Background: an optimization exercise with open tools, aiming at small area, a short achievable clock period and few clock cycles per item. Do not read the settings as production practice.
Function not checked in this run: the RTL went through the layout flow alone.

$ cat flow/config.mk
export PLATFORM = sky130hd
export DESIGN_NAME = elastic_alu
export DESIGN_NICKNAME = elastic_alu
export VERILOG_FILES = /design/flow/design.v
export SDC_FILE = /design/flow/constraint.sdc
export NUM_CORES = 4
export LEC_CHECK = 0
export CAP_MARGIN = 20
export CORE_MARGIN = 2
export CORE_UTILIZATION = 40
export SLEW_MARGIN = 20
export SYNTH_HIERARCHICAL = 1
$ cat flow/constraint.sdc
create_clock -name core_clock -period 10.0 [get_ports {clk}]
set_input_delay 2.0000 -clock core_clock [delete_from_list [all_inputs] [get_ports {clk}]]
set_output_delay 2.0000 -clock core_clock [all_outputs]
set_load 0.01 [all_outputs]
$ cat flow/design.v
`timescale 1ns/1ps
package alu_pkg;
	localparam int DATA_W = 32;
	typedef logic [DATA_W-1:0] word_t;
	localparam int SHAMT_W = 5;
	typedef logic [SHAMT_W-1:0] shamt_t;
	typedef enum logic [3:0] {
		OP_ADD  = 4'd0,
		OP_SUB  = 4'd1,
		OP_MUL  = 4'd2,
		OP_AND  = 4'd3,
		OP_OR   = 4'd4,
		OP_XOR  = 4'd5,
		OP_SHL  = 4'd6,
		OP_LSHR = 4'd7,
		OP_ASHR = 4'd8,
		OP_EQ   = 4'd9,
		OP_NE   = 4'd10,
		OP_ULT  = 4'd11,
		OP_ULE  = 4'd12,
		OP_SLT  = 4'd13,
		OP_SLE  = 4'd14
	} alu_op_t;
	localparam int MUL_STAGES_DEF = 4;
endpackage
`timescale 1ns/1ps
module elastic_alu (
	input logic clk,
	input logic rst,
	input logic [31:0] lhs,
	input logic [3:0] lhs_op,
	input logic lhs_valid,
	output logic lhs_ready,
	input logic [31:0] rhs,
	input logic rhs_valid,
	output logic rhs_ready,
	output logic [31:0] result,
	output logic result_valid,
	input logic result_ready
);
	logic d_mul, d_sh, d_one, d_addr, d_subr, d_and, d_or, d_xor, d_cin, d_sgn, d_rt, d_s;
	logic [1:0] d_ck;
	logic [31:0] d_l;
	always_comb begin
		d_mul = (lhs_op == 4'd2);
		d_sh = (lhs_op == 4'd6) | (lhs_op == 4'd7) | (lhs_op == 4'd8);
		d_rt = (lhs_op == 4'd7) | (lhs_op == 4'd8);
		d_s = (lhs_op == 4'd8) & lhs[31];   
		d_addr = (lhs_op == 4'd0);
		d_subr = (lhs_op == 4'd1) | ((lhs_op >= 4'd9) & (lhs_op <= 4'd14));
		d_one = d_addr | d_subr;
		d_and = (lhs_op == 4'd3);
		d_or = (lhs_op == 4'd4);
		d_xor = (lhs_op == 4'd5);
		d_cin = (lhs_op == 4'd1) | (lhs_op == 4'd9) | (lhs_op == 4'd10) | (lhs_op == 4'd11) | (lhs_op == 4'd13);
		d_sgn = (lhs_op == 4'd13) | (lhs_op == 4'd14);
		d_ck = (lhs_op == 4'd9) ? 2'd1 : (lhs_op == 4'd10) ? 2'd2 :
			((lhs_op >= 4'd11) & (lhs_op <= 4'd14)) ? 2'd3 : 2'd0;
		for (int i = 0; i < 32; i++) begin
			d_l[i] = d_rt ? lhs[31 - i] : lhs[i];
		end
	end
	logic lv, rv, fire, adv;
	logic [31:0] a_l, a_r;
	logic [15:0] d_bo, d_bt, d_bn, d_so, d_st, r_bo, r_bt, r_bn, r_so, r_st;
	logic [32:0] d_rr;
	always_comb begin
		d_rr = {rhs, 1'b0};
		for (int j = 0; j < 16; j++) begin
			d_bo[j] = d_rr[2*j+1] ^ d_rr[2*j];
			d_bt[j] = (d_rr[2*j+2] & ~d_rr[2*j+1] & ~d_rr[2*j]) | (~d_rr[2*j+2] & d_rr[2*j+1] & d_rr[2*j]);
			d_bn[j] = d_rr[2*j+2];
			d_so[j] = (rhs[4:1] == j) & ~rhs[0];
			d_st[j] = (rhs[4:1] == j) & rhs[0];
		end
	end
	always_comb begin
		for (int j = 0; j < 16; j++) begin
			a_r[2*j+1] = r_bn[j];
			a_r[2*j] = r_bo[j] ^ ((j == 0) ? 1'b0 : r_bn[(j == 0) ? 0 : j-1]);
		end
	end
	logic a_mul, a_sh, a_one, a_addr, a_subr, a_and, a_or, a_xor, a_cin, a_sgn, a_rt, a_s;
	logic [1:0] a_ck;
	assign fire = lv & rv & adv;
	assign lhs_ready = ~lv | fire;
	assign rhs_ready = ~rv | fire;
	always_ff @(posedge clk or posedge rst) begin
		if (rst) begin
			lv <= 1'b0;
			rv <= 1'b0;
		end else begin
			if (lhs_ready) lv <= lhs_valid;
			if (rhs_ready) rv <= rhs_valid;
		end
	end
	always_ff @(posedge clk) begin
		if (lhs_ready) begin
			a_l <= d_l;
			a_mul <= d_mul;
			a_sh <= d_sh;
			a_one <= d_one;
			a_addr <= d_addr;
			a_subr <= d_subr;
			a_and <= d_and;
			a_or <= d_or;
			a_xor <= d_xor;
			a_cin <= d_cin;
			a_sgn <= d_sgn;
			a_rt <= d_rt;
			a_s <= d_s;
			a_ck <= d_ck;
		end
		if (rhs_ready) begin
			r_bo <= d_bo;
			r_bt <= d_bt;
			r_bn <= d_bn;
			r_so <= d_so;
			r_st <= d_st;
		end
	end
	logic [15:0] one, two, neg;
	logic x0, x32;
	logic [31:0] ad, fill;
	logic eq;
	always_comb begin
		for (int j = 0; j < 16; j++) begin
			one[j] = (a_mul & r_bo[j]) | (a_sh & r_so[j]) | ((j == 0) & a_one);
			two[j] = (a_mul & r_bt[j]) | (a_sh & r_st[j]);
			neg[j] = a_mul & r_bn[j];
		end
		x0 = a_mul ? neg[0] : a_cin;
		x32 = (a_ck != 2'd0) & ~(a_sgn & (a_l[31] ^ a_r[31]));
		for (int i = 0; i < 32; i++) begin
			fill[i] = a_s & (i < a_r[4:0]);
		end
		ad = ({32{a_addr}} & a_r) | ({32{a_subr}} & ~a_r) | ({32{a_and}} & (a_l & a_r)) |
			({32{a_or}} & (a_l | a_r)) | ({32{a_xor}} & (a_l ^ a_r)) | fill;
		eq = (a_l == a_r);
	end
	logic [31:0] pp0, pp1, pp2, pp3, pp4, pp5, pp6, pp7, pp8, pp9, pp10, pp11, pp12, pp13, pp14, pp15;
	logic [32:0] ll;
	assign ll = {a_l, 1'b0};
	always_comb begin
		for (int i = 0; i < 32; i++) begin
			pp0[i] = ((one[0] & ll[i+1]) | (two[0] & ll[i])) ^ neg[0];
			pp1[i] = ((one[1] & ll[i+1]) | (two[1] & ll[i])) ^ neg[1];
			pp2[i] = ((one[2] & ll[i+1]) | (two[2] & ll[i])) ^ neg[2];
			pp3[i] = ((one[3] & ll[i+1]) | (two[3] & ll[i])) ^ neg[3];
			pp4[i] = ((one[4] & ll[i+1]) | (two[4] & ll[i])) ^ neg[4];
			pp5[i] = ((one[5] & ll[i+1]) | (two[5] & ll[i])) ^ neg[5];
			pp6[i] = ((one[6] & ll[i+1]) | (two[6] & ll[i])) ^ neg[6];
			pp7[i] = ((one[7] & ll[i+1]) | (two[7] & ll[i])) ^ neg[7];
			pp8[i] = ((one[8] & ll[i+1]) | (two[8] & ll[i])) ^ neg[8];
			pp9[i] = ((one[9] & ll[i+1]) | (two[9] & ll[i])) ^ neg[9];
			pp10[i] = ((one[10] & ll[i+1]) | (two[10] & ll[i])) ^ neg[10];
			pp11[i] = ((one[11] & ll[i+1]) | (two[11] & ll[i])) ^ neg[11];
			pp12[i] = ((one[12] & ll[i+1]) | (two[12] & ll[i])) ^ neg[12];
			pp13[i] = ((one[13] & ll[i+1]) | (two[13] & ll[i])) ^ neg[13];
			pp14[i] = ((one[14] & ll[i+1]) | (two[14] & ll[i])) ^ neg[14];
			pp15[i] = ((one[15] & ll[i+1]) | (two[15] & ll[i])) ^ neg[15];
		end
	end
	logic [32:0] tx, ty;
	logic t1, t2, t3, t4, t5, t6, t7, t8, t9, t10, t11, t12, t13, t14, t15, t16, t17, t18, t19, t20, t21, t22, t23, t24, t25, t26, t27, t28, t29, t30, t31, t32, t33, t34, t35, t36, t37, t38, t39, t40, t41, t42, t43, t44, t45, t46, t47, t48, t49, t50, t51, t52, t53, t54, t55, t56, t57, t58, t59, t60, t61, t62, t63, t64, t65, t66, t67, t68, t69, t70, t71, t72, t73, t74, t75, t76, t77, t78, t79, t80, t81, t82, t83, t84, t85, t86, t87, t88, t89, t90, t91, t92, t93, t94, t95, t96, t97, t98, t99, t100, t101, t102, t103, t104, t105, t106, t107, t108, t109, t110, t111, t112, t113, t114, t115, t116, t117, t118, t119, t120, t121, t122, t123, t124, t125, t126, t127, t128, t129, t130, t131, t132, t133, t134, t135, t136, t137, t138, t139, t140, t141, t142, t143, t144, t145, t146, t147, t148, t149, t150, t151, t152, t153, t154, t155, t156, t157, t158, t159, t160, t161, t162, t163, t164, t165, t166, t167, t168, t169, t170, t171, t172, t173, t174, t175, t176, t177, t178, t179, t180, t181, t182, t183, t184, t185, t186, t187, t188, t189, t190, t191, t192, t193, t194, t195, t196, t197, t198, t199, t200, t201, t202, t203, t204, t205, t206, t207, t208, t209, t210, t211, t212, t213, t214, t215, t216, t217, t218, t219, t220, t221, t222, t223, t224, t225, t226, t227, t228, t229, t230, t231, t232, t233, t234, t235, t236, t237, t238, t239, t240, t241, t242, t243, t244, t245, t246, t247, t248, t249, t250, t251, t252, t253, t254, t255, t256, t257, t258, t259, t260, t261, t262, t263, t264, t265, t266, t267, t268, t269, t270, t271, t272, t273, t274, t275, t276, t277, t278, t279, t280, t281, t282, t283, t284, t285, t286, t287, t288, t289, t290, t291, t292, t293, t294, t295, t296, t297, t298, t299, t300, t301, t302, t303, t304, t305, t306, t307, t308, t309, t310, t311, t312, t313, t314, t315, t316, t317, t318, t319, t320, t321, t322, t323, t324, t325, t326, t327, t328, t329, t330, t331, t332, t333, t334, t335, t336, t337, t338, t339, t340, t341, t342, t343, t344, t345, t346, t347, t348, t349, t350, t351, t352, t353, t354, t355, t356, t357, t358, t359, t360, t361, t362, t363, t364, t365, t366, t367, t368, t369, t370, t371, t372, t373, t374, t375, t376, t377, t378, t379, t380, t381, t382, t383, t384, t385, t386, t387, t388, t389, t390, t391, t392, t393, t394, t395, t396, t397, t398, t399, t400, t401, t402, t403, t404, t405, t406, t407, t408, t409, t410, t411, t412, t413, t414, t415, t416, t417, t418, t419, t420, t421, t422, t423, t424, t425, t426;
	csa_ha t1_h (.a(neg[11]), .b(ad[22]), .s(t1), .co(t2));
	csa_ha t3_h (.a(ad[23]), .b(pp0[23]), .s(t3), .co(t4));
	csa_fa t5_f (.a(neg[12]), .b(ad[24]), .c(pp0[24]), .s(t5), .co(t6));
	csa_ha t7_h (.a(pp10[4]), .b(pp11[2]), .s(t7), .co(t8));
	csa_fa t9_f (.a(ad[25]), .b(pp0[25]), .c(pp10[5]), .s(t9), .co(t10));
	csa_ha t11_h (.a(pp11[3]), .b(pp12[1]), .s(t11), .co(t12));
	csa_fa t13_f (.a(neg[13]), .b(ad[26]), .c(pp0[26]), .s(t13), .co(t14));
	csa_fa t15_f (.a(pp10[6]), .b(pp11[4]), .c(pp12[2]), .s(t15), .co(t16));
	csa_ha t17_h (.a(pp13[0]), .b(pp1[24]), .s(t17), .co(t18));
	csa_fa t19_f (.a(ad[27]), .b(pp0[27]), .c(pp10[7]), .s(t19), .co(t20));
	csa_fa t21_f (.a(pp11[5]), .b(pp12[3]), .c(pp13[1]), .s(t21), .co(t22));
	csa_ha t23_h (.a(pp1[25]), .b(pp2[23]), .s(t23), .co(t24));
	csa_fa t25_f (.a(neg[14]), .b(ad[28]), .c(pp0[28]), .s(t25), .co(t26));
	csa_fa t27_f (.a(pp10[8]), .b(pp11[6]), .c(pp12[4]), .s(t27), .co(t28));
	csa_fa t29_f (.a(pp13[2]), .b(pp14[0]), .c(pp1[26]), .s(t29), .co(t30));
	csa_ha t31_h (.a(pp2[24]), .b(pp3[22]), .s(t31), .co(t32));
	csa_fa t33_f (.a(ad[29]), .b(pp0[29]), .c(pp10[9]), .s(t33), .co(t34));
	csa_fa t35_f (.a(pp11[7]), .b(pp12[5]), .c(pp13[3]), .s(t35), .co(t36));
	csa_fa t37_f (.a(pp14[1]), .b(pp1[27]), .c(pp2[25]), .s(t37), .co(t38));
	csa_ha t39_h (.a(pp3[23]), .b(pp4[21]), .s(t39), .co(t40));
	csa_fa t41_f (.a(neg[15]), .b(ad[30]), .c(pp0[30]), .s(t41), .co(t42));
	csa_fa t43_f (.a(pp10[10]), .b(pp11[8]), .c(pp12[6]), .s(t43), .co(t44));
	csa_fa t45_f (.a(pp13[4]), .b(pp14[2]), .c(pp15[0]), .s(t45), .co(t46));
	csa_fa t47_f (.a(pp1[28]), .b(pp2[26]), .c(pp3[24]), .s(t47), .co(t48));
	csa_ha t49_h (.a(pp4[22]), .b(pp5[20]), .s(t49), .co(t50));
	csa_fa t51_f (.a(ad[31]), .b(pp0[31]), .c(pp10[11]), .s(t51), .co(t52));
	csa_fa t53_f (.a(pp11[9]), .b(pp12[7]), .c(pp13[5]), .s(t53), .co(t54));
	csa_fa t55_f (.a(pp14[3]), .b(pp15[1]), .c(pp1[29]), .s(t55), .co(t56));
	csa_fa t57_f (.a(pp2[27]), .b(pp3[25]), .c(pp4[23]), .s(t57), .co(t58));
	csa_ha t59_h (.a(pp5[21]), .b(pp6[19]), .s(t59), .co(t60));
	csa_ha t61_h (.a(neg[7]), .b(ad[14]), .s(t61), .co(t62));
	csa_ha t63_h (.a(ad[15]), .b(pp0[15]), .s(t63), .co(t64));
	csa_fa t65_f (.a(neg[8]), .b(ad[16]), .c(pp0[16]), .s(t65), .co(t66));
	csa_ha t67_h (.a(pp1[14]), .b(pp2[12]), .s(t67), .co(t68));
	csa_fa t69_f (.a(ad[17]), .b(pp0[17]), .c(pp1[15]), .s(t69), .co(t70));
	csa_ha t71_h (.a(pp2[13]), .b(pp3[11]), .s(t71), .co(t72));
	csa_fa t73_f (.a(neg[9]), .b(ad[18]), .c(pp0[18]), .s(t73), .co(t74));
	csa_fa t75_f (.a(pp1[16]), .b(pp2[14]), .c(pp3[12]), .s(t75), .co(t76));
	csa_ha t77_h (.a(pp4[10]), .b(pp5[8]), .s(t77), .co(t78));
	csa_fa t79_f (.a(ad[19]), .b(pp0[19]), .c(pp1[17]), .s(t79), .co(t80));
	csa_fa t81_f (.a(pp2[15]), .b(pp3[13]), .c(pp4[11]), .s(t81), .co(t82));
	csa_ha t83_h (.a(pp5[9]), .b(pp6[7]), .s(t83), .co(t84));
	csa_fa t85_f (.a(neg[10]), .b(ad[20]), .c(pp0[20]), .s(t85), .co(t86));
	csa_fa t87_f (.a(pp10[0]), .b(pp1[18]), .c(pp2[16]), .s(t87), .co(t88));
	csa_fa t89_f (.a(pp3[14]), .b(pp4[12]), .c(pp5[10]), .s(t89), .co(t90));
	csa_ha t91_h (.a(pp6[8]), .b(pp7[6]), .s(t91), .co(t92));
	csa_fa t93_f (.a(ad[21]), .b(pp0[21]), .c(pp10[1]), .s(t93), .co(t94));
	csa_fa t95_f (.a(pp1[19]), .b(pp2[17]), .c(pp3[15]), .s(t95), .co(t96));
	csa_fa t97_f (.a(pp4[13]), .b(pp5[11]), .c(pp6[9]), .s(t97), .co(t98));
	csa_ha t99_h (.a(pp7[7]), .b(pp8[5]), .s(t99), .co(t100));
	csa_fa t101_f (.a(pp0[22]), .b(pp10[2]), .c(pp11[0]), .s(t101), .co(t102));
	csa_fa t103_f (.a(pp1[20]), .b(pp2[18]), .c(pp3[16]), .s(t103), .co(t104));
	csa_fa t105_f (.a(pp4[14]), .b(pp5[12]), .c(pp6[10]), .s(t105), .co(t106));
	csa_fa t107_f (.a(pp7[8]), .b(pp8[6]), .c(pp9[4]), .s(t107), .co(t108));
	csa_fa t109_f (.a(pp10[3]), .b(pp11[1]), .c(pp1[21]), .s(t109), .co(t110));
	csa_fa t111_f (.a(pp2[19]), .b(pp3[17]), .c(pp4[15]), .s(t111), .co(t112));
	csa_fa t113_f (.a(pp5[13]), .b(pp6[11]), .c(pp7[9]), .s(t113), .co(t114));
	csa_fa t115_f (.a(pp8[7]), .b(pp9[5]), .c(t2), .s(t115), .co(t116));
	csa_fa t117_f (.a(pp12[0]), .b(pp1[22]), .c(pp2[20]), .s(t117), .co(t118));
	csa_fa t119_f (.a(pp3[18]), .b(pp4[16]), .c(pp5[14]), .s(t119), .co(t120));
	csa_fa t121_f (.a(pp6[12]), .b(pp7[10]), .c(pp8[8]), .s(t121), .co(t122));
	csa_fa t123_f (.a(pp9[6]), .b(t4), .c(t7), .s(t123), .co(t124));
	csa_fa t125_f (.a(pp1[23]), .b(pp2[21]), .c(pp3[19]), .s(t125), .co(t126));
	csa_fa t127_f (.a(pp4[17]), .b(pp5[15]), .c(pp6[13]), .s(t127), .co(t128));
	csa_fa t129_f (.a(pp7[11]), .b(pp8[9]), .c(pp9[7]), .s(t129), .co(t130));
	csa_fa t131_f (.a(t8), .b(t11), .c(t6), .s(t131), .co(t132));
	csa_fa t133_f (.a(pp2[22]), .b(pp3[20]), .c(pp4[18]), .s(t133), .co(t134));
	csa_fa t135_f (.a(pp5[16]), .b(pp6[14]), .c(pp7[12]), .s(t135), .co(t136));
	csa_fa t137_f (.a(pp8[10]), .b(pp9[8]), .c(t12), .s(t137), .co(t138));
	csa_fa t139_f (.a(t17), .b(t10), .c(t13), .s(t139), .co(t140));
	csa_fa t141_f (.a(pp3[21]), .b(pp4[19]), .c(pp5[17]), .s(t141), .co(t142));
	csa_fa t143_f (.a(pp6[15]), .b(pp7[13]), .c(pp8[11]), .s(t143), .co(t144));
	csa_fa t145_f (.a(pp9[9]), .b(t18), .c(t23), .s(t145), .co(t146));
	csa_fa t147_f (.a(t14), .b(t16), .c(t19), .s(t147), .co(t148));
	csa_fa t149_f (.a(pp4[20]), .b(pp5[18]), .c(pp6[16]), .s(t149), .co(t150));
	csa_fa t151_f (.a(pp7[14]), .b(pp8[12]), .c(pp9[10]), .s(t151), .co(t152));
	csa_fa t153_f (.a(t24), .b(t31), .c(t20), .s(t153), .co(t154));
	csa_fa t155_f (.a(t22), .b(t25), .c(t27), .s(t155), .co(t156));
	csa_fa t157_f (.a(pp5[19]), .b(pp6[17]), .c(pp7[15]), .s(t157), .co(t158));
	csa_fa t159_f (.a(pp8[13]), .b(pp9[11]), .c(t32), .s(t159), .co(t160));
	csa_fa t161_f (.a(t39), .b(t26), .c(t28), .s(t161), .co(t162));
	csa_fa t163_f (.a(t30), .b(t33), .c(t35), .s(t163), .co(t164));
	csa_fa t165_f (.a(pp6[18]), .b(pp7[16]), .c(pp8[14]), .s(t165), .co(t166));
	csa_fa t167_f (.a(pp9[12]), .b(t40), .c(t49), .s(t167), .co(t168));
	csa_fa t169_f (.a(t34), .b(t36), .c(t38), .s(t169), .co(t170));
	csa_fa t171_f (.a(t41), .b(t43), .c(t45), .s(t171), .co(t172));
	csa_fa t173_f (.a(pp7[17]), .b(pp8[15]), .c(pp9[13]), .s(t173), .co(t174));
	csa_fa t175_f (.a(t50), .b(t59), .c(t42), .s(t175), .co(t176));
	csa_fa t177_f (.a(t44), .b(t46), .c(t48), .s(t177), .co(t178));
	csa_fa t179_f (.a(t51), .b(t53), .c(t55), .s(t179), .co(t180));
	assign t181 = x32 ^ t60;
	csa_ha t182_h (.a(neg[4]), .b(ad[8]), .s(t182), .co(t183));
	csa_ha t184_h (.a(ad[9]), .b(pp0[9]), .s(t184), .co(t185));
	csa_fa t186_f (.a(neg[5]), .b(ad[10]), .c(pp0[10]), .s(t186), .co(t187));
	csa_ha t188_h (.a(pp1[8]), .b(pp2[6]), .s(t188), .co(t189));
	csa_fa t190_f (.a(ad[11]), .b(pp0[11]), .c(pp1[9]), .s(t190), .co(t191));
	csa_ha t192_h (.a(pp2[7]), .b(pp3[5]), .s(t192), .co(t193));
	csa_fa t194_f (.a(neg[6]), .b(ad[12]), .c(pp0[12]), .s(t194), .co(t195));
	csa_fa t196_f (.a(pp1[10]), .b(pp2[8]), .c(pp3[6]), .s(t196), .co(t197));
	csa_ha t198_h (.a(pp4[4]), .b(pp5[2]), .s(t198), .co(t199));
	csa_fa t200_f (.a(ad[13]), .b(pp0[13]), .c(pp1[11]), .s(t200), .co(t201));
	csa_fa t202_f (.a(pp2[9]), .b(pp3[7]), .c(pp4[5]), .s(t202), .co(t203));
	csa_ha t204_h (.a(pp5[3]), .b(pp6[1]), .s(t204), .co(t205));
	csa_fa t206_f (.a(pp0[14]), .b(pp1[12]), .c(pp2[10]), .s(t206), .co(t207));
	csa_fa t208_f (.a(pp3[8]), .b(pp4[6]), .c(pp5[4]), .s(t208), .co(t209));
	csa_fa t210_f (.a(pp6[2]), .b(pp7[0]), .c(t61), .s(t210), .co(t211));
	csa_fa t212_f (.a(pp1[13]), .b(pp2[11]), .c(pp3[9]), .s(t212), .co(t213));
	csa_fa t214_f (.a(pp4[7]), .b(pp5[5]), .c(pp6[3]), .s(t214), .co(t215));
	csa_fa t216_f (.a(pp7[1]), .b(t62), .c(t63), .s(t216), .co(t217));
	csa_fa t218_f (.a(pp3[10]), .b(pp4[8]), .c(pp5[6]), .s(t218), .co(t219));
	csa_fa t220_f (.a(pp6[4]), .b(pp7[2]), .c(pp8[0]), .s(t220), .co(t221));
	csa_fa t222_f (.a(t64), .b(t67), .c(t65), .s(t222), .co(t223));
	csa_fa t224_f (.a(pp4[9]), .b(pp5[7]), .c(pp6[5]), .s(t224), .co(t225));
	csa_fa t226_f (.a(pp7[3]), .b(pp8[1]), .c(t68), .s(t226), .co(t227));
	csa_fa t228_f (.a(t71), .b(t66), .c(t69), .s(t228), .co(t229));
	csa_fa t230_f (.a(pp6[6]), .b(pp7[4]), .c(pp8[2]), .s(t230), .co(t231));
	csa_fa t232_f (.a(pp9[0]), .b(t72), .c(t77), .s(t232), .co(t233));
	csa_fa t234_f (.a(t70), .b(t73), .c(t75), .s(t234), .co(t235));
	csa_fa t236_f (.a(pp7[5]), .b(pp8[3]), .c(pp9[1]), .s(t236), .co(t237));
	csa_fa t238_f (.a(t78), .b(t83), .c(t74), .s(t238), .co(t239));
	csa_fa t240_f (.a(t76), .b(t79), .c(t81), .s(t240), .co(t241));
	csa_fa t242_f (.a(pp8[4]), .b(pp9[2]), .c(t84), .s(t242), .co(t243));
	csa_fa t244_f (.a(t91), .b(t80), .c(t82), .s(t244), .co(t245));
	csa_fa t246_f (.a(t85), .b(t87), .c(t89), .s(t246), .co(t247));
	csa_fa t248_f (.a(pp9[3]), .b(t92), .c(t99), .s(t248), .co(t249));
	csa_fa t250_f (.a(t86), .b(t88), .c(t90), .s(t250), .co(t251));
	csa_fa t252_f (.a(t93), .b(t95), .c(t97), .s(t252), .co(t253));
	csa_fa t254_f (.a(t1), .b(t100), .c(t94), .s(t254), .co(t255));
	csa_fa t256_f (.a(t96), .b(t98), .c(t101), .s(t256), .co(t257));
	csa_fa t258_f (.a(t103), .b(t105), .c(t107), .s(t258), .co(t259));
	csa_fa t260_f (.a(t3), .b(t102), .c(t104), .s(t260), .co(t261));
	csa_fa t262_f (.a(t106), .b(t108), .c(t109), .s(t262), .co(t263));
	csa_fa t264_f (.a(t111), .b(t113), .c(t115), .s(t264), .co(t265));
	csa_fa t266_f (.a(t110), .b(t112), .c(t114), .s(t266), .co(t267));
	csa_fa t268_f (.a(t116), .b(t117), .c(t119), .s(t268), .co(t269));
	csa_fa t270_f (.a(t121), .b(t5), .c(t123), .s(t270), .co(t271));
	csa_fa t272_f (.a(t118), .b(t120), .c(t122), .s(t272), .co(t273));
	csa_fa t274_f (.a(t125), .b(t127), .c(t129), .s(t274), .co(t275));
	csa_fa t276_f (.a(t9), .b(t124), .c(t131), .s(t276), .co(t277));
	csa_fa t278_f (.a(t126), .b(t128), .c(t130), .s(t278), .co(t279));
	csa_fa t280_f (.a(t133), .b(t135), .c(t15), .s(t280), .co(t281));
	csa_fa t282_f (.a(t137), .b(t132), .c(t139), .s(t282), .co(t283));
	csa_fa t284_f (.a(t134), .b(t136), .c(t141), .s(t284), .co(t285));
	csa_fa t286_f (.a(t143), .b(t21), .c(t138), .s(t286), .co(t287));
	csa_fa t288_f (.a(t145), .b(t140), .c(t147), .s(t288), .co(t289));
	csa_fa t290_f (.a(t142), .b(t144), .c(t149), .s(t290), .co(t291));
	csa_fa t292_f (.a(t151), .b(t29), .c(t146), .s(t292), .co(t293));
	csa_fa t294_f (.a(t148), .b(t153), .c(t155), .s(t294), .co(t295));
	csa_fa t296_f (.a(t150), .b(t152), .c(t157), .s(t296), .co(t297));
	csa_fa t298_f (.a(t37), .b(t159), .c(t154), .s(t298), .co(t299));
	csa_fa t300_f (.a(t156), .b(t161), .c(t163), .s(t300), .co(t301));
	csa_fa t302_f (.a(t158), .b(t165), .c(t47), .s(t302), .co(t303));
	csa_fa t304_f (.a(t160), .b(t167), .c(t162), .s(t304), .co(t305));
	csa_fa t306_f (.a(t164), .b(t169), .c(t171), .s(t306), .co(t307));
	csa_fa t308_f (.a(t166), .b(t173), .c(t57), .s(t308), .co(t309));
	csa_fa t310_f (.a(t168), .b(t170), .c(t172), .s(t310), .co(t311));
	csa_fa t312_f (.a(t175), .b(t177), .c(t179), .s(t312), .co(t313));
	assign t314 = t174 ^ t52 ^ t54;
	assign t315 = t56 ^ t58 ^ t181;
	assign t316 = t176 ^ t178 ^ t180;
	csa_ha t317_h (.a(neg[2]), .b(ad[4]), .s(t317), .co(t318));
	csa_ha t319_h (.a(ad[5]), .b(pp0[5]), .s(t319), .co(t320));
	csa_fa t321_f (.a(neg[3]), .b(ad[6]), .c(pp0[6]), .s(t321), .co(t322));
	csa_ha t323_h (.a(pp1[4]), .b(pp2[2]), .s(t323), .co(t324));
	csa_fa t325_f (.a(ad[7]), .b(pp0[7]), .c(pp1[5]), .s(t325), .co(t326));
	csa_ha t327_h (.a(pp2[3]), .b(pp3[1]), .s(t327), .co(t328));
	csa_fa t329_f (.a(pp0[8]), .b(pp1[6]), .c(pp2[4]), .s(t329), .co(t330));
	csa_fa t331_f (.a(pp3[2]), .b(pp4[0]), .c(t182), .s(t331), .co(t332));
	csa_fa t333_f (.a(pp1[7]), .b(pp2[5]), .c(pp3[3]), .s(t333), .co(t334));
	csa_fa t335_f (.a(pp4[1]), .b(t183), .c(t184), .s(t335), .co(t336));
	csa_fa t337_f (.a(pp3[4]), .b(pp4[2]), .c(pp5[0]), .s(t337), .co(t338));
	csa_fa t339_f (.a(t185), .b(t188), .c(t186), .s(t339), .co(t340));
	csa_fa t341_f (.a(pp4[3]), .b(pp5[1]), .c(t189), .s(t341), .co(t342));
	csa_fa t343_f (.a(t192), .b(t187), .c(t190), .s(t343), .co(t344));
	csa_fa t345_f (.a(pp6[0]), .b(t193), .c(t198), .s(t345), .co(t346));
	csa_fa t347_f (.a(t191), .b(t194), .c(t196), .s(t347), .co(t348));
	csa_fa t349_f (.a(t199), .b(t204), .c(t195), .s(t349), .co(t350));
	csa_fa t351_f (.a(t197), .b(t200), .c(t202), .s(t351), .co(t352));
	csa_fa t353_f (.a(t205), .b(t201), .c(t203), .s(t353), .co(t354));
	csa_fa t355_f (.a(t206), .b(t208), .c(t210), .s(t355), .co(t356));
	csa_fa t357_f (.a(t207), .b(t209), .c(t212), .s(t357), .co(t358));
	csa_fa t359_f (.a(t214), .b(t211), .c(t216), .s(t359), .co(t360));
	csa_fa t361_f (.a(t213), .b(t215), .c(t218), .s(t361), .co(t362));
	csa_fa t363_f (.a(t220), .b(t217), .c(t222), .s(t363), .co(t364));
	csa_fa t365_f (.a(t219), .b(t221), .c(t224), .s(t365), .co(t366));
	csa_fa t367_f (.a(t226), .b(t223), .c(t228), .s(t367), .co(t368));
	csa_fa t369_f (.a(t225), .b(t230), .c(t227), .s(t369), .co(t370));
	csa_fa t371_f (.a(t232), .b(t229), .c(t234), .s(t371), .co(t372));
	csa_fa t373_f (.a(t231), .b(t236), .c(t233), .s(t373), .co(t374));
	csa_fa t375_f (.a(t235), .b(t238), .c(t240), .s(t375), .co(t376));
	csa_fa t377_f (.a(t237), .b(t242), .c(t239), .s(t377), .co(t378));
	csa_fa t379_f (.a(t241), .b(t244), .c(t246), .s(t379), .co(t380));
	csa_fa t381_f (.a(t243), .b(t248), .c(t245), .s(t381), .co(t382));
	csa_fa t383_f (.a(t247), .b(t250), .c(t252), .s(t383), .co(t384));
	csa_fa t385_f (.a(t249), .b(t251), .c(t253), .s(t385), .co(t386));
	csa_fa t387_f (.a(t254), .b(t256), .c(t258), .s(t387), .co(t388));
	csa_fa t389_f (.a(t255), .b(t257), .c(t259), .s(t389), .co(t390));
	csa_fa t391_f (.a(t260), .b(t262), .c(t264), .s(t391), .co(t392));
	csa_fa t393_f (.a(t261), .b(t263), .c(t266), .s(t393), .co(t394));
	csa_fa t395_f (.a(t265), .b(t268), .c(t270), .s(t395), .co(t396));
	csa_fa t397_f (.a(t267), .b(t269), .c(t272), .s(t397), .co(t398));
	csa_fa t399_f (.a(t274), .b(t271), .c(t276), .s(t399), .co(t400));
	csa_fa t401_f (.a(t273), .b(t275), .c(t278), .s(t401), .co(t402));
	csa_fa t403_f (.a(t280), .b(t277), .c(t282), .s(t403), .co(t404));
	csa_fa t405_f (.a(t279), .b(t281), .c(t284), .s(t405), .co(t406));
	csa_fa t407_f (.a(t286), .b(t283), .c(t288), .s(t407), .co(t408));
	csa_fa t409_f (.a(t285), .b(t290), .c(t287), .s(t409), .co(t410));
	csa_fa t411_f (.a(t292), .b(t289), .c(t294), .s(t411), .co(t412));
	csa_fa t413_f (.a(t291), .b(t296), .c(t293), .s(t413), .co(t414));
	csa_fa t415_f (.a(t298), .b(t295), .c(t300), .s(t415), .co(t416));
	csa_fa t417_f (.a(t297), .b(t302), .c(t299), .s(t417), .co(t418));
	csa_fa t419_f (.a(t304), .b(t301), .c(t306), .s(t419), .co(t420));
	csa_fa t421_f (.a(t303), .b(t308), .c(t305), .s(t421), .co(t422));
	csa_fa t423_f (.a(t310), .b(t307), .c(t312), .s(t423), .co(t424));
	assign t425 = t309 ^ t314 ^ t315;
	assign t426 = t311 ^ t316 ^ t313;
	logic q0_0, q0_1, q0_2, q1_0, q1_1, q2_0, q2_1, q2_2, q2_3, q3_0, q3_1, q3_2, q4_0, q4_1, q4_2, q4_3, q5_0, q5_1, q5_2, q5_3, q6_0, q6_1, q6_2, q6_3, q7_0, q7_1, q7_2, q7_3, q8_0, q8_1, q8_2, q8_3, q9_0, q9_1, q9_2, q9_3, q10_0, q10_1, q10_2, q10_3, q11_0, q11_1, q11_2, q11_3, q12_0, q12_1, q12_2, q12_3, q13_0, q13_1, q13_2, q13_3, q14_0, q14_1, q14_2, q14_3, q15_0, q15_1, q15_2, q15_3, q16_0, q16_1, q16_2, q16_3, q17_0, q17_1, q17_2, q17_3, q18_0, q18_1, q18_2, q18_3, q19_0, q19_1, q19_2, q19_3, q20_0, q20_1, q20_2, q20_3, q21_0, q21_1, q21_2, q21_3, q22_0, q22_1, q22_2, q22_3, q23_0, q23_1, q23_2, q23_3, q24_0, q24_1, q24_2, q24_3, q25_0, q25_1, q25_2, q25_3, q26_0, q26_1, q26_2, q26_3, q27_0, q27_1, q27_2, q27_3, q28_0, q28_1, q28_2, q28_3, q29_0, q29_1, q29_2, q29_3, q30_0, q30_1, q30_2, q30_3, q31_0, q31_1, q31_2, q31_3, q32_0, q32_1, q32_2, q32_3;
	always_ff @(posedge clk) begin
		if (adv) begin
			q0_0 <= ad[0];
			q0_1 <= x0;
			q0_2 <= pp0[0];
			q1_0 <= ad[1];
			q1_1 <= pp0[1];
			q2_0 <= neg[1];
			q2_1 <= ad[2];
			q2_2 <= pp0[2];
			q2_3 <= pp1[0];
			q3_0 <= ad[3];
			q3_1 <= pp0[3];
			q3_2 <= pp1[1];
			q4_0 <= t317;
			q4_1 <= pp0[4];
			q4_2 <= pp1[2];
			q4_3 <= pp2[0];
			q5_0 <= t319;
			q5_1 <= pp1[3];
			q5_2 <= pp2[1];
			q5_3 <= t318;
			q6_0 <= t321;
			q6_1 <= t323;
			q6_2 <= pp3[0];
			q6_3 <= t320;
			q7_0 <= t325;
			q7_1 <= t327;
			q7_2 <= t322;
			q7_3 <= t324;
			q8_0 <= t329;
			q8_1 <= t331;
			q8_2 <= t326;
			q8_3 <= t328;
			q9_0 <= t333;
			q9_1 <= t335;
			q9_2 <= t330;
			q9_3 <= t332;
			q10_0 <= t337;
			q10_1 <= t339;
			q10_2 <= t334;
			q10_3 <= t336;
			q11_0 <= t341;
			q11_1 <= t343;
			q11_2 <= t338;
			q11_3 <= t340;
			q12_0 <= t345;
			q12_1 <= t347;
			q12_2 <= t342;
			q12_3 <= t344;
			q13_0 <= t349;
			q13_1 <= t351;
			q13_2 <= t346;
			q13_3 <= t348;
			q14_0 <= t353;
			q14_1 <= t355;
			q14_2 <= t350;
			q14_3 <= t352;
			q15_0 <= t357;
			q15_1 <= t359;
			q15_2 <= t354;
			q15_3 <= t356;
			q16_0 <= t361;
			q16_1 <= t363;
			q16_2 <= t358;
			q16_3 <= t360;
			q17_0 <= t365;
			q17_1 <= t367;
			q17_2 <= t362;
			q17_3 <= t364;
			q18_0 <= t369;
			q18_1 <= t371;
			q18_2 <= t366;
			q18_3 <= t368;
			q19_0 <= t373;
			q19_1 <= t375;
			q19_2 <= t370;
			q19_3 <= t372;
			q20_0 <= t377;
			q20_1 <= t379;
			q20_2 <= t374;
			q20_3 <= t376;
			q21_0 <= t381;
			q21_1 <= t383;
			q21_2 <= t378;
			q21_3 <= t380;
			q22_0 <= t385;
			q22_1 <= t387;
			q22_2 <= t382;
			q22_3 <= t384;
			q23_0 <= t389;
			q23_1 <= t391;
			q23_2 <= t386;
			q23_3 <= t388;
			q24_0 <= t393;
			q24_1 <= t395;
			q24_2 <= t390;
			q24_3 <= t392;
			q25_0 <= t397;
			q25_1 <= t399;
			q25_2 <= t394;
			q25_3 <= t396;
			q26_0 <= t401;
			q26_1 <= t403;
			q26_2 <= t398;
			q26_3 <= t400;
			q27_0 <= t405;
			q27_1 <= t407;
			q27_2 <= t402;
			q27_3 <= t404;
			q28_0 <= t409;
			q28_1 <= t411;
			q28_2 <= t406;
			q28_3 <= t408;
			q29_0 <= t413;
			q29_1 <= t415;
			q29_2 <= t410;
			q29_3 <= t412;
			q30_0 <= t417;
			q30_1 <= t419;
			q30_2 <= t414;
			q30_3 <= t416;
			q31_0 <= t421;
			q31_1 <= t423;
			q31_2 <= t418;
			q31_3 <= t420;
			q32_0 <= t425;
			q32_1 <= t426;
			q32_2 <= t422;
			q32_3 <= t424;
		end
	end
	logic u1, u2, u3, u4, u5, u6, u7, u8, u9, u10, u11, u12, u13, u14, u15, u16, u17, u18, u19, u20, u21, u22, u23, u24, u25, u26, u27, u28, u29, u30, u31, u32, u33, u34, u35, u36, u37, u38, u39, u40, u41, u42, u43, u44, u45, u46, u47, u48, u49, u50, u51, u52, u53, u54, u55, u56, u57, u58, u59, u60, u61, u62, u63, u64, u65, u66, u67, u68, u69, u70, u71, u72, u73, u74, u75, u76, u77, u78, u79, u80, u81, u82, u83, u84, u85, u86, u87, u88, u89, u90, u91, u92, u93, u94, u95, u96, u97, u98, u99, u100, u101, u102, u103, u104, u105, u106, u107, u108, u109, u110, u111, u112, u113, u114, u115, u116, u117, u118, u119, u120, u121, u122, u123, u124, u125, u126, u127, u128;
	csa_ha u1_h (.a(q2_0), .b(q2_1), .s(u1), .co(u2));
	csa_ha u3_h (.a(q3_0), .b(q3_1), .s(u3), .co(u4));
	csa_fa u5_f (.a(q4_0), .b(q4_1), .c(q4_2), .s(u5), .co(u6));
	csa_fa u7_f (.a(q5_0), .b(q5_1), .c(q5_2), .s(u7), .co(u8));
	csa_fa u9_f (.a(q6_0), .b(q6_1), .c(q6_2), .s(u9), .co(u10));
	csa_fa u11_f (.a(q7_0), .b(q7_1), .c(q7_2), .s(u11), .co(u12));
	csa_fa u13_f (.a(q8_0), .b(q8_1), .c(q8_2), .s(u13), .co(u14));
	csa_fa u15_f (.a(q9_0), .b(q9_1), .c(q9_2), .s(u15), .co(u16));
	csa_fa u17_f (.a(q10_0), .b(q10_1), .c(q10_2), .s(u17), .co(u18));
	csa_fa u19_f (.a(q11_0), .b(q11_1), .c(q11_2), .s(u19), .co(u20));
	csa_fa u21_f (.a(q12_0), .b(q12_1), .c(q12_2), .s(u21), .co(u22));
	csa_fa u23_f (.a(q13_0), .b(q13_1), .c(q13_2), .s(u23), .co(u24));
	csa_fa u25_f (.a(q14_0), .b(q14_1), .c(q14_2), .s(u25), .co(u26));
	csa_fa u27_f (.a(q15_0), .b(q15_1), .c(q15_2), .s(u27), .co(u28));
	csa_fa u29_f (.a(q16_0), .b(q16_1), .c(q16_2), .s(u29), .co(u30));
	csa_fa u31_f (.a(q17_0), .b(q17_1), .c(q17_2), .s(u31), .co(u32));
	csa_fa u33_f (.a(q18_0), .b(q18_1), .c(q18_2), .s(u33), .co(u34));
	csa_fa u35_f (.a(q19_0), .b(q19_1), .c(q19_2), .s(u35), .co(u36));
	csa_fa u37_f (.a(q20_0), .b(q20_1), .c(q20_2), .s(u37), .co(u38));
	csa_fa u39_f (.a(q21_0), .b(q21_1), .c(q21_2), .s(u39), .co(u40));
	csa_fa u41_f (.a(q22_0), .b(q22_1), .c(q22_2), .s(u41), .co(u42));
	csa_fa u43_f (.a(q23_0), .b(q23_1), .c(q23_2), .s(u43), .co(u44));
	csa_fa u45_f (.a(q24_0), .b(q24_1), .c(q24_2), .s(u45), .co(u46));
	csa_fa u47_f (.a(q25_0), .b(q25_1), .c(q25_2), .s(u47), .co(u48));
	csa_fa u49_f (.a(q26_0), .b(q26_1), .c(q26_2), .s(u49), .co(u50));
	csa_fa u51_f (.a(q27_0), .b(q27_1), .c(q27_2), .s(u51), .co(u52));
	csa_fa u53_f (.a(q28_0), .b(q28_1), .c(q28_2), .s(u53), .co(u54));
	csa_fa u55_f (.a(q29_0), .b(q29_1), .c(q29_2), .s(u55), .co(u56));
	csa_fa u57_f (.a(q30_0), .b(q30_1), .c(q30_2), .s(u57), .co(u58));
	csa_fa u59_f (.a(q31_0), .b(q31_1), .c(q31_2), .s(u59), .co(u60));
	assign u61 = q32_0 ^ q32_1 ^ q32_2;
	csa_ha u62_h (.a(q0_0), .b(q0_1), .s(u62), .co(u63));
	csa_ha u64_h (.a(q1_0), .b(q1_1), .s(u64), .co(u65));
	csa_x2 u67_x (.a(q2_2), .b(q2_3), .y(u67));
	csa_x2 u66_x (.a(u67), .b(u1), .y(u66));
	csa_mj u68_m (.a(q2_2), .b(q2_3), .c(u1), .y(u68));
	csa_fa u69_f (.a(q3_2), .b(u2), .c(u3), .s(u69), .co(u70));
	csa_x2 u72_x (.a(q4_3), .b(u4), .y(u72));
	csa_x2 u71_x (.a(u72), .b(u5), .y(u71));
	csa_mj u73_m (.a(q4_3), .b(u4), .c(u5), .y(u73));
	csa_fa u74_f (.a(q5_3), .b(u6), .c(u7), .s(u74), .co(u75));
	csa_fa u76_f (.a(q6_3), .b(u8), .c(u9), .s(u76), .co(u77));
	csa_fa u78_f (.a(q7_3), .b(u10), .c(u11), .s(u78), .co(u79));
	csa_fa u80_f (.a(q8_3), .b(u12), .c(u13), .s(u80), .co(u81));
	csa_fa u82_f (.a(q9_3), .b(u14), .c(u15), .s(u82), .co(u83));
	csa_fa u84_f (.a(q10_3), .b(u16), .c(u17), .s(u84), .co(u85));
	csa_fa u86_f (.a(q11_3), .b(u18), .c(u19), .s(u86), .co(u87));
	csa_fa u88_f (.a(q12_3), .b(u20), .c(u21), .s(u88), .co(u89));
	csa_fa u90_f (.a(q13_3), .b(u22), .c(u23), .s(u90), .co(u91));
	csa_fa u92_f (.a(q14_3), .b(u24), .c(u25), .s(u92), .co(u93));
	csa_fa u94_f (.a(q15_3), .b(u26), .c(u27), .s(u94), .co(u95));
	csa_fa u96_f (.a(q16_3), .b(u28), .c(u29), .s(u96), .co(u97));
	csa_fa u98_f (.a(q17_3), .b(u30), .c(u31), .s(u98), .co(u99));
	csa_fa u100_f (.a(q18_3), .b(u32), .c(u33), .s(u100), .co(u101));
	csa_fa u102_f (.a(q19_3), .b(u34), .c(u35), .s(u102), .co(u103));
	csa_fa u104_f (.a(q20_3), .b(u36), .c(u37), .s(u104), .co(u105));
	csa_fa u106_f (.a(q21_3), .b(u38), .c(u39), .s(u106), .co(u107));
	csa_fa u108_f (.a(q22_3), .b(u40), .c(u41), .s(u108), .co(u109));
	csa_fa u110_f (.a(q23_3), .b(u42), .c(u43), .s(u110), .co(u111));
	csa_fa u112_f (.a(q24_3), .b(u44), .c(u45), .s(u112), .co(u113));
	csa_fa u114_f (.a(q25_3), .b(u46), .c(u47), .s(u114), .co(u115));
	csa_fa u116_f (.a(q26_3), .b(u48), .c(u49), .s(u116), .co(u117));
	csa_fa u118_f (.a(q27_3), .b(u50), .c(u51), .s(u118), .co(u119));
	csa_fa u120_f (.a(q28_3), .b(u52), .c(u53), .s(u120), .co(u121));
	csa_fa u122_f (.a(q29_3), .b(u54), .c(u55), .s(u122), .co(u123));
	csa_fa u124_f (.a(q30_3), .b(u56), .c(u57), .s(u124), .co(u125));
	csa_fa u126_f (.a(q31_3), .b(u58), .c(u59), .s(u126), .co(u127));
	assign u128 = q32_3 ^ u60 ^ u61;
	assign tx = {u128, u126, u124, u122, u120, u118, u116, u114, u112, u110, u108, u106, u104, u102, u100, u98, u96, u94, u92, u90, u88, u86, u84, u82, u80, u78, u76, u74, u71, u69, u66, u64, u62};
	assign ty = {u127, u125, u123, u121, u119, u117, u115, u113, u111, u109, u107, u105, u103, u101, u99, u97, u95, u93, u91, u89, u87, u85, u83, u81, u79, u77, u75, u73, u70, u68, u65, u63, q0_2};
	logic bv;
	logic b_sn, b_sr, b_fl, b_fe;
	always_ff @(posedge clk or posedge rst) begin
		if (rst) begin
			bv <= 1'b0;
		end else if (adv) begin
			bv <= fire;
		end
	end
	always_ff @(posedge clk) begin
		if (adv) begin
			b_sn <= (a_ck == 2'd0) & ~a_rt;
			b_sr <= (a_ck == 2'd0) & a_rt;
			b_fl <= (a_ck == 2'd3);
			b_fe <= ((a_ck == 2'd1) & eq) | ((a_ck == 2'd2) & ~eq);
		end
	end
	logic [32:0] sum;
	logic [31:0] res;
	assign sum = tx + ty;
	always_comb begin
		for (int i = 0; i < 32; i++) begin
			res[i] = (b_sn & sum[i]) | (b_sr & sum[31 - i]);
		end
		res[0] = res[0] | (b_fl & sum[32]) | b_fe;
	end
	logic ov, sv, take;
	logic [31:0] o_d, s_d;
	assign adv = ~sv;
	assign take = ov & result_ready;
	assign result_valid = ov;
	assign result = o_d;
	always_ff @(posedge clk or posedge rst) begin
		if (rst) begin
			ov <= 1'b0;
			sv <= 1'b0;
		end else if (sv) begin
			if (take) sv <= 1'b0;
		end else if (bv) begin
			if (ov & ~take) sv <= 1'b1;
			else ov <= 1'b1;
		end else if (take) begin
			ov <= 1'b0;
		end
	end
	always_ff @(posedge clk) begin
		if (sv) begin
			if (take) o_d <= s_d;
		end else begin
			s_d <= res;
			if (bv & (~ov | take)) o_d <= res;
		end
	end
endmodule
module csa_fa (
	input logic a,
	input logic b,
	input logic c,
	output logic s,
	output logic co
);
	assign s = a ^ b ^ c;
	assign co = (a & b) | (a & c) | (b & c);
endmodule
module csa_ha (
	input logic a,
	input logic b,
	output logic s,
	output logic co
);
	assign s = a ^ b;
	assign co = a & b;
endmodule
module csa_x2 (
	input logic a,
	input logic b,
	output logic y
);
	assign y = a ^ b;
endmodule
module csa_mj (
	input logic a,
	input logic b,
	input logic c,
	output logic y
);
	assign y = (a & b) | (a & c) | (b & c);
endmodule
$ cat flow/flow/run.sh
#!/bin/bash
set -euo pipefail
MARGIN=${MARGIN:-6.5}
sed "s/\"\\\${@:-finish}\"/SETUP_SLACK_MARGIN=$MARGIN \"\${@:-finish}\"/" standard.sh > flow/standard_margin.sh
grep -q "SETUP_SLACK_MARGIN=$MARGIN" flow/standard_margin.sh
bash flow/standard_margin.sh > make_flow.log 2>&1
$ cat flow/flow/standard_margin.sh
#!/bin/bash
# The standard flow's own layout of this design, on the ORFS make targets given (by default finish). After
# finish it leaves the final layout's DEF at /design/flow/out/final.def.
set -euo pipefail
make -C /OpenROAD-flow-scripts/flow DESIGN_CONFIG=/design/flow/config.mk WORK_HOME=/design/flow/orfs CLKGATE_MAP_FILE= SYNTH_SCRIPT=/design/flow/synth_recipe.tcl CAP_MARGIN=20 CORE_MARGIN=2 CORE_UTILIZATION=40 SLEW_MARGIN=20 SYNTH_HIERARCHICAL=1 SETUP_SLACK_MARGIN=6.5 "${@:-finish}"
if [[ -f /design/flow/orfs/results/sky130hd/elastic_alu/base/6_final.odb ]]; then
  : # left out here: write the final layout as DEF
fi
$ cat flow/standard.sh
#!/bin/bash
# synth_recipe.tcl (not shown) runs the flow's synth.tcl, then flattens the netlist and writes it again
# the make line also repeats each setting of config.mk as NAME=value (left out here)
make -C /OpenROAD-flow-scripts/flow DESIGN_CONFIG=/design/flow/config.mk WORK_HOME=/design/flow/orfs CLKGATE_MAP_FILE= SYNTH_SCRIPT=/design/flow/synth_recipe.tcl "${@:-finish}"
==> results.cfg <==
[synthesis]
synth_ff_type = edfxtp_1
synthSimpleGateAreaFrac_pct = 6.74
synth.area.mux_share_pct = 2.81
synth-seq-area-share_pct = 36.2
synth_edf_count = 322
ys_warn_count = 7
synth_compound_area_share_pct = 14.9
syn-instance-count = 2346
synth_xor_area_share_pct = 10.9
synth_fa_ha_area_share_pct = 24.5
synth_seq_cells = 327
syn-num-nets = 2804
syn_area_um2 = 27100
synth_top_family_by_area = adder cells
ys_types = 71
synthArstFlopShare_pct = 1.53
synth_area_per_cell_um2 = 11.5

[detailed_routing]
drcViolationCount = 0
routed_wl_um = 93500
drtPass1Iterations = 8
via_count = 20600
highest_layer = met5
met1Wirelength_um = 37200
wl_met2_um = 43500
via_per_inst = 6.06
postRouteAntennaNets = 0
routed-wl-met3_um = 7920
drtIter0Drc = 2345
wl_per_cell_um = 27.5

[setup_path]
cp_top_family = adder cells
path_class = reg2reg
slowest_stage = fa_2
worstSetupStartpointType = flop
worstSetupStartpoint = a_mul
arrival_ns = 4.17
end_kind = flop
cp_cell_sequence = buf_12, a221o_2, buf_12, buf_12, a22oi_2, xor2_1, fa_2, fa_2, fa_1, fa_2
path_buf_inv = 3
r2r_start = a_mul
required_ns = 10.31
slowest_delay_ns = 0.59
crit_fanout = 5

[clock_tree]
root_buffer = clkbuf_16
cts.sinks = 327
clk_pin_slew_worst_paths_ns = 0.06
cts_tree = built
cts-buffers-inserted = 39
cts_hold_buffers = 0
clock_latency_ns = 0.58
cts_buffer_depth = 3
cts-htree-levels = 2

[finish]
drive_above_1_share_pct = 24.6
design_area_um2 = 34000
instances_no_fill = 3407
syn_to_final_growth_pct = 25.4
n_fill_cell = 5743
diodes = 0
final_nets = 2962

[floorplan]
start_util_pct = 40.3
dieArea_um2 = 69800
die_h_um = 264
io_pins = 108
core_area_um2 = 67200
die_w_um = 264
fp-row-count = 95

[global_route]
grt_pass1_vias = 21400
grt_overflow = 0
track_usage_pct = 25.8
grt_max_degree = 81
grt_pass1_wl_um = 135000
antenna_found_initial = 2

[sta]
min_period_ns = 3.86
setup_tns_ns = 0
skew_ns = 0.0251
rsz0062_at_grt = yes
slew_headroom_pct = 32.0
hold_ws_ns = 0.505
worst_slack_ns = 6.14
fmax_ghz = 0.259
setup_viol = 0
fin_crit_sh_pct = 38.6
max_slew.worst_pin.slew_ns = 1.02
hold_viol_final = 0
final_max_slew_viol_count = 0

[status]
outcome = no timing/DRC/antenna violations

[place]
hpwl_um = 59800
io_buffers = 107
place_area_um2 = 29200
place_congestion = 0.934
pre_cts_ws_ns = 5.44
dpl.cell_count = 3194

[worst_hold_path]
hold_class = reg2reg
min_from = ov

[job]
cap_violations = 0
Yosys stat by module (local to each module, per instance):
module	times used	cells inside
csa_fa	238	1
csa_x2	4	1
elastic_alu	1	2070
csa_mj	2	1
csa_ha	32	1
synthesized netlist by cell type (all sizes together) (20+ instances only):
cell type | count | area (µm²)
a21oi | 57 | 285
a22o | 38 | 333
a22oi | 270 | 2030
and2 | 25 | 156
and3 | 23 | 144
buf | 26 | 109
clkbuf | 153 | 574
edfxtp | 322 | 9670
fa | 239 | 4780
ha | 146 | 1830
inv | 106 | 398
mux2 | 48 | 541
mux2i | 22 | 220
nand2 | 150 | 563
nand2b | 20 | 125
nand3 | 33 | 165
nor2 | 52 | 195
o21ai | 75 | 375
xnor2 | 267 | 2340
xor2 | 69 | 604
through the flow:
stage               utilization [%]
global route                   50.6
detailed placement             43.4
finish                         50.6
floorplan                         -
global placement               43.4
CTS                            48.5
cells in the final DEF (no fill, tap or decap), drive strengths merged, types with 22 or more instances in the layout:
cell / instances
mux2i: 22
nor2: 52
a22o: 42
a21oi: 57
o21ai: 75
nand2: 150
xor2: 69
a22oi: 270
clkdlybuf4s50: 99
nand3: 33
buf: 179
inv: 107
clkbuf: 47
edfxtp: 322
ha: 146
mux2: 48
xnor2: 267
and3: 23
fa: 239
and2: 25
cell families (layout without fill, tap and decap cells):
family / Yosys count / in the layout
simple gates: 377 / 377
fa+ha+maj: 387 / 387
buf+inv: 289 / 473
xor+xnor: 336 / 336
flops: 327 / 327
compound gates: 560 / 564
mux: 70 / 70
final timing paths:
path | end | slack [ns] | cells after the start
setup / recovery | q26_1 | 6.14 | 10
hold / removal | sv | 0.50 | 1
setup reg to reg | q26_1 | 6.14 | 10
hold reg to reg | sv | 0.50 | 1
max in group asynchronous | sv | 8.16 | 2
min in group asynchronous | rv | 1.64 | 2
area by class of cell:
cell class | instances | area [µm²] | area share, %
clock buffers | 44 | 1020 | 2.99
clock inverters | 27 | 390 | 1.15
inverters | 110 | 450 | 1.33
multi-input cells | 1734 | 18100 | 53.2
flip-flops and latches | 327 | 9800 | 28.8
well taps | 873 | 1090 | 3.22
repair buffers | 292 | 3160 | 9.29
worst register-to-register path: stages (launching register included):
cell	delay, ns
edfxtp_1	0.44
buf_12	0.17
a221o_2	0.38
buf_12	0.15
buf_12	0.13
a22oi_2	0.18
xor2_1	0.11
fa_2	0.59
fa_2	0.46
fa_1	0.55
fa_2	0.44
layer usage:
| layer | up-vias | track usage [%] |
|---|---|---|
| li1 | 8802 | - |
| met1 | 10400 | 32.8 |
| met2 | 1147 | 42.4 |
| met3 | 298 | 4.80 |
| met4 | 4 | 12.9 |
| met5 | - | 0 |
sequential cells by signal (all words and copies together) (netlist names), 2 cells and up:
signal  flops
s_d        32
r_bn       16
r_st       16
r_bo       16
a_l        32
o_d        32
a_ck        2
r_so       16
r_bt       16
timing repair:
action / CTS / global route
gates resized for setup: 269 / 194
pin swaps: 96 / 126
setup buffers: 68 / 56
setup endpoints to repair: 152 / 190
gates cloned: 11 / 7

==> static timing again, ports no longer ideal <==
The flow's constraints put no driver on any port. The routed layout listed below was extracted and timed again, unchanged, in two steps.
Step 1 sets driving cells, clkbuf_16 on the clock port and buf_2 on the other inputs (assumed; they add their load-dependent delay and slew).
Step 2 adds t to the input delays and takes it off the output delays; t is the mean of the earliest and latest rising clock arrival at the registers after step 1. Input paths then give back, and output paths get back, about the clock's delay inside the block.
a / b / c = ideal ports / drivers / drivers and shift; a / b = the first two.
shift t [ns]: 0.637
setup slack, ns: 6.138 / 6.138 / 5.940
slew at the worst register clock pin (ns): 0.07 / 0.07
After both steps setup and hold are still met in this run. For this run, drivers alone change the setup slack by 0.000 ns; drivers and shift together by -0.198 ns.
